Source: an optimization exercise on an open RTL-to-GDS flow (aim: small area, a short achievable clock period and few clock cycles). Production flows keep margins and buffers that such runs may drop.
In this exercise RTL edits were held to simulation tests only and were not proved equivalent to the original.

==> flow/design.v <==
module execute_stage_mc #(
    parameter int XLEN      = 64,
    parameter bit MULDIV_EN = 1'b1
) (
    input  logic            clk_i,
    input  logic            reset_i,
    input  logic            in_valid_i,
    output logic            in_ready_o,
    input  logic [3:0]      op_i,
    input  logic [4:0]      rs1_i,
    input  logic [4:0]      rs2_i,
    input  logic [4:0]      rd_i,
    input  logic [XLEN-1:0] src1_i,
    input  logic [XLEN-1:0] src2_i,
    input  logic [XLEN-1:0] imm_i,
    input  logic            alu_src_i,
    input  logic            regwrite_i,
    input  logic [4:0]      rd_x_i,
    input  logic            regwrite_x_i,
    input  logic [XLEN-1:0] result_x_i,
    input  logic [4:0]      rd_w_i,
    input  logic            regwrite_w_i,
    input  logic [XLEN-1:0] result_w_i,
    output logic            out_valid_o,
    input  logic            out_ready_i,
    output logic [XLEN-1:0] result_o,
    output logic [4:0]      rd_o,
    output logic            regwrite_o,
    output logic            busy_o,
    output logic            div_zero_o
);
    localparam int W = 64;
    localparam logic [1:0] P0 = 2'd0;    
    localparam logic [1:0] P1 = 2'd1;    
    localparam logic [1:0] P2 = 2'd2;    
    localparam logic [1:0] P3 = 2'd3;    
    logic [W-1:0] op_a, op_b_fwd, op_b;
    always_comb begin
        op_a = src1_i;
        if (regwrite_x_i && rd_x_i == rs1_i && rs1_i != 5'd0)
            op_a = result_x_i;
        else if (regwrite_w_i && rd_w_i == rs1_i && rs1_i != 5'd0)
            op_a = result_w_i;
        op_b_fwd = src2_i;
        if (regwrite_x_i && rd_x_i == rs2_i && rs2_i != 5'd0)
            op_b_fwd = result_x_i;
        else if (regwrite_w_i && rd_w_i == rs2_i && rs2_i != 5'd0)
            op_b_fwd = result_w_i;
        op_b = alu_src_i ? imm_i : op_b_fwd;
    end
    logic         s1_v_q;                  
    logic         mul_q, div_q;            
    logic [4:0]   rd1_q;
    logic         rw1_q;
    logic [W-1:0] a_q, b_q, s_q, c_q;      
    logic         rtop_q;                  
    logic         bp_q;                    
    logic [1:0]   ph_q;                    
    logic [5:0]   n_q;                     
    logic         fin_q;                   
    logic         dz1_q;                   
    logic         sub_q;                   
    logic [5:0]   ramt_q;                  
    logic         r_add, r_and, r_or, r_xor, r_slt, r_sltu, r_sll, r_srl, r_sra, r_quo, r_rem;
    logic         out_v_q;
    logic [W-1:0] res_q;
    logic [4:0]   rd_q;
    logic         rw_q, dz_q;
    wire p0 = (ph_q == P0);
    logic a_short;
    wire out_free = !out_v_q || out_ready_i;
    assign in_ready_o = !s1_v_q || (fin_q && out_free);
    wire accept = in_valid_i && in_ready_o;
    wire early  = div_q && p0 && a_short;
    wire wr_out = s1_v_q && out_free && (fin_q || early);
    logic [W-1:0] add_s;
    logic         add_co, add_c0;
    assign {add_co, add_s, add_c0} = {1'b0, a_q, 1'b1} + {1'b0, b_q, sub_q};
    wire ltu = !add_co;                                    
    wire lts = (a_q[W-1] == b_q[W-1]) ? a_q[W-1] : add_s[W-1];
    function automatic logic [5:0] lzc(input logic [W-1:0] x, input logic [15:0] nz);
        logic [15:0] first;
        logic [1:0]  nc [16];
        logic [3:0]  nib, hi_idx;
        logic [1:0]  lo;
        logic        seen;
        for (int k = 0; k < 16; k++) begin
            nib   = x[4*k +: 4];
            nc[k] = nib[3] ? 2'd0 : nib[2] ? 2'd1 : nib[1] ? 2'd2 : 2'd3;
        end
        seen = 1'b0;
        for (int k = 15; k >= 0; k--) begin
            first[k] = nz[k] & ~seen;
            seen     = seen | nz[k];
        end
        hi_idx = '0;
        lo     = '0;
        for (int k = 0; k < 16; k++) begin
            hi_idx = hi_idx | ({4{first[k]}} & 4'(15 - k));
            lo     = lo     | ({2{first[k]}} & nc[k]);
        end
        lzc = seen ? {hi_idx, lo} : 6'd63;
    endfunction
    function automatic logic [15:0] nibble_nz(input logic [W-1:0] x);
        for (int k = 0; k < 16; k++) nibble_nz[k] = |x[4*k +: 4];
    endfunction
    logic [15:0] nza_q, nzb_q;                 
    wire  [5:0]  lz_a = lzc(a_q, nza_q);
    wire  [5:0]  lz_b = lzc(b_q, nzb_q);
    logic [W-1:0] rot [7];
    always_comb begin
        rot[0] = a_q;
        for (int l = 0; l < 6; l++)
            rot[l+1] = ramt_q[l] ? ((rot[l] >> (1 << l)) | (rot[l] << (W - (1 << l)))) : rot[l];
    end
    function automatic logic [W-1:0] therm(input logic [5:0] t);
        logic [63:0] m;
        m = '0;
        m[0] = t[0];
        for (int k = 1; k < 6; k++)
            for (int i = 0; i < (1 << k); i++) begin
                m[i + (1 << k)] = m[i] & t[k];
                m[i]            = m[i] | t[k];
            end
        therm = m;
    endfunction
    function automatic logic [W-1:0] rev(input logic [W-1:0] x);
        for (int j = 0; j < W; j++) rev[j] = x[W-1-j];
    endfunction
    wire [W-1:0] mlo_s = therm(b_q[5:0]);           
    wire [W-1:0] mhi_s = rev(mlo_s);                
    wire [W-1:0] mhi_n = rev(therm(ramt_q));        
    wire [W-1:0] res_d =
          ({W{r_add}}  & add_s)
        | ({W{r_and}}  & (a_q & b_q))
        | ({W{r_or}}   & (a_q | b_q))
        | ({W{r_xor}}  & (a_q ^ b_q))
        | {{(W-1){1'b0}}, (r_slt & lts) | (r_sltu & ltu)}
        | ({W{r_sll}}  & rot[6] & ~mlo_s)
        | ({W{r_srl | r_sra}} & rot[6] & ~mhi_s)
        | ({W{r_sra & a_q[W-1]}} & mhi_s)
        | ({W{r_quo & ~p0}} & (s_q | {W{dz1_q}}))     
        | ({W{r_rem &  p0}} & a_q)                    
        | ({W{r_rem & ~p0}} & {rtop_q, a_q[W-1:1]});  
    function automatic logic [2*W-1:0] csa(input logic [W-1:0] x, y, z, input logic cin);
        csa = {((x & y) | (x & z) | (y & z)) << 1 | {{(W-1){1'b0}}, cin}, x ^ y ^ z};
    endfunction
    logic [W-1:0] ms, mc;
    always_comb begin
        logic y2, y1, y0, one, two;
        logic [W-1:0] sel;
        logic [W-1:0] pp [4];
        logic [3:0]   pneg;
        logic [2*W-1:0] l1a, l1b, l2, l3;
        for (int j = 0; j < 4; j++) begin
            y2 = b_q[2*j+1];
            y1 = b_q[2*j];
            y0 = (j == 0) ? bp_q : b_q[2*j-1];
            one = y1 ^ y0;
            two = (y2 & ~y1 & ~y0) | (~y2 & y1 & y0);
            pneg[j] = y2 & ~(y1 & y0);
            sel = ({W{one}} & (s_q << (2*j))) | ({W{two}} & (s_q << (2*j+1)));
            pp[j] = sel ^ {W{pneg[j]}};
        end
        l1a = csa(a_q, c_q, pp[0], pneg[0]);
        l1b = csa(pp[1], pp[2], pp[3], pneg[1]);
        l2  = csa(l1a[W-1:0], l1a[2*W-1:W], l1b[W-1:0], pneg[2]);
        l3  = csa(l2[W-1:0], l2[2*W-1:W], l1b[2*W-1:W], pneg[3]);
        ms = l3[W-1:0];
        mc = l3[2*W-1:W];
    end
    wire mul_last = (b_q[W-1:7] == '0) || (b_q[W-1:7] == '1);
    logic [W-1:0] sfx_a;                       
    always_comb begin
        sfx_a = a_q;
        for (int l = 0; l < 6; l++)
            sfx_a = sfx_a | (sfx_a >> (1 << l));
    end
    assign a_short = |(b_q & ~sfx_a);
    wire          b_zero = ~|nzb_q;
    wire [5:0]    n1     = lz_b - lz_a;
    wire          div_ge = rtop_q | add_co;
    wire [W-1:0]  div_r  = div_ge ? add_s : a_q;
    wire issue_mul = (op_i == 4'd10);
    wire mul_step  = s1_v_q && mul_q && p0;      
    wire issue_md  = (op_i >= 4'd10) && (op_i <= 4'd12);
    wire issue_inv = (op_i == 4'd1) || (op_i == 4'd5) || (op_i == 4'd6);
    logic         s1_v_d, fin_d;
    logic [1:0]   ph_d;
    logic         a_en, b_en, s_en;
    logic [W-1:0] a_d, b_d, s_d;
    always_comb begin
        s1_v_d = s1_v_q;
        fin_d  = fin_q;
        ph_d   = ph_q;
        a_en   = 1'b0;
        b_en   = 1'b0;
        s_en   = 1'b0;
        a_d    = rot[6] & ~mhi_n;             
        b_d    = {{8{b_q[W-1]}}, b_q[W-1:8]};   
        s_d    = rot[6] & mhi_n;              
        if (s1_v_q && mul_q && p0) begin
            a_en = 1'b1;
            b_en = 1'b1;
            s_en = 1'b1;
            s_d  = s_q << 8;
            if (mul_last) begin ph_d = P2; fin_d = 1'b1; end
        end
        if (s1_v_q && div_q) begin
            case (ph_q)
                P0: if (!a_short) begin
                    ph_d = P1;
                    b_en = 1'b1;
                    b_d  = ~b_q;
                end
                P1: begin
                    a_en = 1'b1;
                    s_en = 1'b1;
                    ph_d = P2;
                end
                P2: begin
                    a_en = 1'b1;
                    s_en = 1'b1;
                    a_d  = {div_r[W-2:0], s_q[W-1]};
                    s_d  = {s_q[W-2:0], div_ge};
                    if (n_q == 6'd0) begin ph_d = P3; fin_d = 1'b1; end
                end
                default: ;
            endcase
        end
        if (wr_out) begin
            s1_v_d = 1'b0;
            fin_d  = 1'b0;
        end
        if (accept) begin
            s1_v_d = 1'b1;
            fin_d  = !issue_md;
            ph_d   = P0;
            a_en   = 1'b1;
            b_en   = 1'b1;
            s_en   = 1'b1;
            a_d    = issue_mul ? '0 : op_a;
            b_d    = op_b ^ {W{issue_inv}};
            s_d    = op_a;
        end
    end
    always_ff @(posedge clk_i or negedge reset_i) begin
        if (!reset_i) begin
            s1_v_q  <= 1'b0;
            fin_q   <= 1'b0;
            ph_q    <= P0;
            out_v_q <= 1'b0;
        end else begin
            s1_v_q  <= s1_v_d;
            fin_q   <= fin_d;
            ph_q    <= ph_d;
            out_v_q <= wr_out || (out_v_q && !out_ready_i);
        end
    end
    always_ff @(posedge clk_i) begin
        if (a_en) a_q <= mul_step ? ms : a_d;
        if (b_en) b_q <= (mul_step && mul_last) ? mc : b_d;
        if (s_en) s_q <= s_d;
        c_q <= accept ? '0 : mc;              
        if (accept)
            bp_q <= 1'b0;
        else if (s1_v_q && mul_q && p0)
            bp_q <= b_q[7];
        if (s1_v_q && div_q && ph_q == P1)
            rtop_q <= 1'b0;
        else if (s1_v_q && div_q && ph_q == P2)
            rtop_q <= div_r[W-1];
        if (s1_v_q && div_q && ph_q == P1)
            n_q <= ramt_q;
        else if (s1_v_q && div_q && ph_q == P2)
            n_q <= n_q - 6'd1;
        if (accept) begin
            ramt_q <= (op_i == 4'd7) ? 6'd0 - op_b[5:0] : op_b[5:0];
            dz1_q  <= 1'b0;
        end else if (s1_v_q && div_q && p0) begin
            ramt_q <= n1;
            dz1_q  <= b_zero;
        end
        if (accept) begin
            nza_q  <= nibble_nz(op_a);
            nzb_q  <= nibble_nz(op_b);
            mul_q  <= issue_mul;
            div_q  <= (op_i == 4'd11) || (op_i == 4'd12);
            sub_q  <= issue_inv || (op_i == 4'd11) || (op_i == 4'd12);
            r_add  <= (op_i == 4'd0) || (op_i == 4'd1) || (op_i == 4'd10);
            r_and  <= (op_i == 4'd2);
            r_or   <= (op_i == 4'd3);
            r_xor  <= (op_i == 4'd4);
            r_slt  <= (op_i == 4'd5);
            r_sltu <= (op_i == 4'd6);
            r_sll  <= (op_i == 4'd7);
            r_srl  <= (op_i == 4'd8);
            r_sra  <= (op_i == 4'd9);
            r_quo  <= (op_i == 4'd11);
            r_rem  <= (op_i == 4'd12);
            rd1_q  <= rd_i;
            rw1_q  <= regwrite_i;
        end
        if (wr_out) begin
            res_q <= res_d;
            rd_q  <= rd1_q;
            rw_q  <= rw1_q;
            dz_q  <= dz1_q;
        end
    end
    assign out_valid_o = out_v_q;
    assign result_o    = res_q;
    assign rd_o        = rd_q;
    assign regwrite_o  = rw_q;
    assign div_zero_o  = dz_q;
    assign busy_o      = s1_v_q;
endmodule
clock: 6.5 ns
lec_check: 0
cap_margin: 40
core_margin: 2
core_utilization: 40
setup_slack_margin: 2.4
slew_margin: 40
standard.sh (not shown) runs the stock make flow with config.mk's settings and CLKGATE_MAP_FILE= SYNTH_SCRIPT=/design/flow/synth_recipe.tcl, a recipe that flattens the netlist after the stock synthesis.
==> flow/flow/run.sh <==
#!/bin/bash
# The standard layout (the standard.sh: standard synthesis, floorplan, power grid,
# placement, CTS, routing), with one change: the buffers that global placement puts on
# every input and output port are sky130_fd_sc_hd__buf_1 cells instead of the default
# choice (clkdlybuf4s50_1). Every port still gets its own buffer.
set -euo pipefail
bash standard.sh "BUFFER_PORTS_ARGS=-buffer_cell sky130_fd_sc_hd__buf_1" finish > make_finish.log 2>&1
The starting point completed without violations.
Testbench counts at the start, summed over its fixed seeds: cycles 11,955.
==> next run, changes <==
--- a/flow/design.v
+++ b/flow/design.v
@@ -183,5 +183,4 @@
     wire [W-1:0]  div_r  = div_ge ? add_s : a_q;
     wire issue_mul = (op_i == 4'd10);
-    wire mul_step  = s1_v_q && mul_q && p0;      
     wire issue_md  = (op_i >= 4'd10) && (op_i <= 4'd12);
     wire issue_inv = (op_i == 4'd1) || (op_i == 4'd5) || (op_i == 4'd6);
@@ -204,6 +203,7 @@
             b_en = 1'b1;
             s_en = 1'b1;
+            a_d  = ms;
             s_d  = s_q << 8;
-            if (mul_last) begin ph_d = P2; fin_d = 1'b1; end
+            if (mul_last) begin ph_d = P2; fin_d = 1'b1; b_d = mc; end
         end
         if (s1_v_q && div_q) begin
@@ -259,6 +259,6 @@
     end
     always_ff @(posedge clk_i) begin
-        if (a_en) a_q <= mul_step ? ms : a_d;
-        if (b_en) b_q <= (mul_step && mul_last) ? mc : b_d;
+        if (a_en) a_q <= a_d;
+        if (b_en) b_q <= b_d;
         if (s_en) s_q <= s_d;
         c_q <= accept ? '0 : mc;              
Outcome: The changed run completed with no timing, DRC or antenna violations; clock skew goes up by 0.015 ns; routed wire length is higher by 4.3%; clock-buffer cell count came out higher by 2; critical path depth climbs by 4; flip-flop and latch count stays the same; fmax is higher by 3.7%; worst hold slack gets worse by 0.0042 ns; core utilization falls by 0.70 points.
Testbench counts after the change, summed over its fixed seeds: cycles 11,955.

afterwards: timing with drivers on the ports:
Ports are ideal in the flow. The routed layouts listed here were re-timed in OpenROAD.
Step 1, drivers: a clkbuf_16 drives clk_i and a buf_2 each remaining input, both assumed.
Step 2 moves the port delays by t, midway between the first and last clock arrival at a register: inputs arrive t later, outputs are due t later. That takes back most of the time a late clock gives input paths.
a / b / c = ideal / step 1 / step 2; a / b = the first two.
run	shift t [ns]	slack for setup (ns)	hold WS [ns]	latest minus earliest clock arrival (ns)	worst slew at a driven data input, ns
the first run	0.774	2.021 / 2.021 / 1.511	0.418 / 0.418 / 0.418	0.032 / 0.032	0.17
the second run	0.778	2.183 / 2.183 / 1.743	0.414 / 0.375 / 0.414	0.047 / 0.047	0.12
After both steps every run listed still meets setup and hold. The setup slack of the first run, which loses most, moves by 0.000 ns with the drivers and by -0.510 ns with both steps.
